What follows belongs to an exercise in optimizing a design on an open flow for small area, a short achievable clock period and few clock cycles per item; a production flow would make more cautious choices. The RTL was checked by simulation tests, not by an equivalence proof against the original design. Power figures rest on the tool's default switching activity, not on a simulated workload.

## run A
==> flow/design.v (excerpt) <==
module sorted_priority_queue #(
    parameter int DEPTH = 16
) (
    input  logic        i_clk,
    input  logic        i_rst_n,
    input  logic        s_axis_tvalid,
    output logic        s_axis_tready,
    input  logic [39:0] s_axis_tdata,   
    input  logic [0:0]  s_axis_tuser,   
    output logic        m_axis_tvalid,
    input  logic        m_axis_tready,
    output logic [23:0] m_axis_tdata,   
    output logic [1:0]  m_axis_tuser    
);
    localparam int ValW  = spq_pkg::ValueW;
    localparam int WtW   = spq_pkg::WeightW;
    localparam int SlotW = spq_pkg::SlotW;
    localparam int CntW  = $clog2(DEPTH + 1);
    localparam int RkW   = 4;
    logic [DEPTH-1:0]                w_valid;
    logic [DEPTH-1:0][RkW-1:0]       w_rank;
    logic [DEPTH-1:0][SlotW-2:0]     w_data;      
    logic [DEPTH-1:0]                w_head;      
    logic [DEPTH-1:0]                w_second;    
    logic [DEPTH-1:0]                w_third;     
    logic [DEPTH-1:0]                r_head;      
    logic [DEPTH-1:0]                r_second;    
    logic [DEPTH-1:0]                w_second_nx;
    logic [DEPTH-1:0]                w_first_a;   
    logic [DEPTH-1:0]                w_first_b;   
    logic [DEPTH-1:0]                r_pf;        
    logic [DEPTH-1:0]                w_valid_nx;  
    logic [DEPTH-1:0]                w_head_nx;   
    logic [RkW-1:0]                  w_pos;       
    logic              r_p_ee;                    
    logic              r_p_de;                    
    logic [DEPTH-1:0]  r_p_c;                     
    logic [1:0]        r_p_z;                     
    logic              w_p_h0;                    
    logic [CntW-1:0]   r_count;                   
    logic [CntW-1:0]   w_count_n;
    logic              r_out_valid;
    logic [ValW-1:0]   r_out_value;
    logic [1:0]        r_out_status;
    logic              r_out_empty;
    logic [CntW-1:0]   r_out_count;
    logic [ValW-1:0]   w_head_val;
  ...
For scale: about 3300 cells after synthesis, about 860 flip-flops, ~73 I/O pins, roughly 39000 sq um of cells after synthesis.
clock: 4.4 ns
lec_check: 0
cap_margin: 20
core_margin: 2
core_utilization: 55
cts_buf_list: sky130_fd_sc_hd__clkbuf_8
cts_cluster_size: 20
setup_slack_margin: 2.05
slew_margin: 20
synth_hierarchical: 1
standard.sh (not shown) runs the stock make flow with config.mk's settings and CLKGATE_MAP_FILE= SYNTH_SCRIPT=/design/flow/synth_recipe.tcl, a recipe that flattens the netlist after the stock synthesis.
==> flow/flow/run.sh <==
#!/bin/bash
# Standard layout, with the port buffers that buffer_ports inserts made
# plain buf_4 cells instead of the library's delay buffers, so that paths
# from the inputs and to the outputs are not slowed by them. ORFS writes
# each step's full log under orfs/logs; make's own output goes to make.log.
set -euo pipefail
bash standard.sh "BUFFER_PORTS_ARGS=-buffer_cell sky130_fd_sc_hd__buf_4" finish > make.log 2>&1
Testbench counts of run A, summed over its fixed seeds: cycles 16,008, items 16,000.
diff inputs: run A => run B
Settings: changing SETUP_SLACK_MARGIN from 2.05 to 1.8.
==> flow/run.sh (new file) <==
#!/bin/bash
# synth_recipe.tcl (not shown) runs the flow's synth.tcl, then flattens the netlist and writes it again
# the make line also repeats each setting of config.mk as NAME=value (left out here)
make -C /OpenROAD-flow-scripts/flow DESIGN_CONFIG=/design/flow/config.mk WORK_HOME=/design/flow/orfs CLKGATE_MAP_FILE= SYNTH_SCRIPT=/design/flow/synth_recipe.tcl finish
removed: flow/flow/run.sh
removed: flow/standard.sh
==> comparison <==
- Run B vs. run A: fraction of met2 tracks used by global routing went up by 1.1 points.
- Changes observed in run B relative to run A: worst IR drop on VDD decreased about 4%; combined global-route utilization of all metal layers increased 0.67 points; non-clock buffer instance count of the final layout increased 9.
- For run A, the critical path startpoint was s_axis_tdata[33], unlike run B, where it was s_axis_tdata[39].
- Number of buffers created by CTS, run B vs run A: down slightly
- Comparing run A with run B, the proportion of power drawn by the clock network came out essentially unchanged.
- Number of cells on the worst hold path sits higher in run B than in run A.
#### Input delta (run C over run B)
Settings: clearing CTS_BUF_LIST, which used to be sky130_fd_sc_hd__clkbuf_8; swapping 1.8 for 1.9 in SETUP_SLACK_MARGIN; clearing CTS_CLUSTER_SIZE, which used to be 20.
==> flow/flow/run.sh (new file) <==
#!/bin/bash
# Standard layout, with the port buffers that buffer_ports inserts made
# plain buf_4 cells instead of the library's delay buffers, so that paths
# from the inputs and to the outputs are not slowed by them. ORFS writes
# each step's full log under orfs/logs; make's own output goes to make.log.
set -euo pipefail
bash standard.sh "BUFFER_PORTS_ARGS=-buffer_cell sky130_fd_sc_hd__buf_4" finish > make.log 2>&1
==> flow/standard.sh (new file) <==
#!/bin/bash
# synth_recipe.tcl (not shown) runs the flow's synth.tcl, then flattens the netlist and writes it again
# the make line also repeats each setting of config.mk as NAME=value (left out here)
make -C /OpenROAD-flow-scripts/flow DESIGN_CONFIG=/design/flow/config.mk WORK_HOME=/design/flow/orfs CLKGATE_MAP_FILE= SYNTH_SCRIPT=/design/flow/synth_recipe.tcl "${@:-finish}"
removed: flow/run.sh
Results
Diff run B -> run C: total non-filler cell area in the finished layout flat; count of unresolved DRC violations after routing flat. As of run C, total wire length had fallen by a few percent compared to run B. Count of clock-buffer cells in the layout: run C vs run B down 31. Run C vs run B — achievable frequency rose 3.8%. Run C vs. run B: final worst-path cycle share shows a reduction of 2.2 points; total power shows an increase of 6.3%; smallest hold slack shows no meaningful change.

-- static timing again, ports no longer ideal --
The results above use ideal ports. As a check the final layouts listed here were re-extracted and re-timed, cells and wires unchanged. Step 1 (the two cells are an assumption about what drives the block):
set clk [get_ports {i_clk}]
set_driving_cell -lib_cell sky130_fd_sc_hd__clkbuf_16 $clk
set_driving_cell -lib_cell sky130_fd_sc_hd__buf_2 [delete_from_list [all_inputs] $clk]
Step 2 adds t to the input delays and takes it off the output delays; t is the mean of the earliest and latest rising clock arrival at the registers after step 1. Input paths then give back, and output paths get back, about the clock's delay inside the block. Three values: ideal, step 1, step 2; two values: the first two.
run | t, ns | slack for setup (ns) | latest minus earliest clock arrival (ns) | slew at the worst register clock pin (ns)
run A | 0.874 | 1.936 / 1.926 / 1.052 | 0.054 / 0.054 | 0.07 / 0.07
run B | 0.863 | 1.736 / 1.757 / 0.918 | 0.047 / 0.047 | 0.07 / 0.07
run C | 0.728 | 1.832 / 1.839 / 1.111 | 0.043 / 0.044 | 0.07 / 0.07
After both steps every run listed still meets setup and hold. For run A, which loses most, drivers alone change the setup slack by -0.010 ns; drivers and shift together by -0.884 ns.
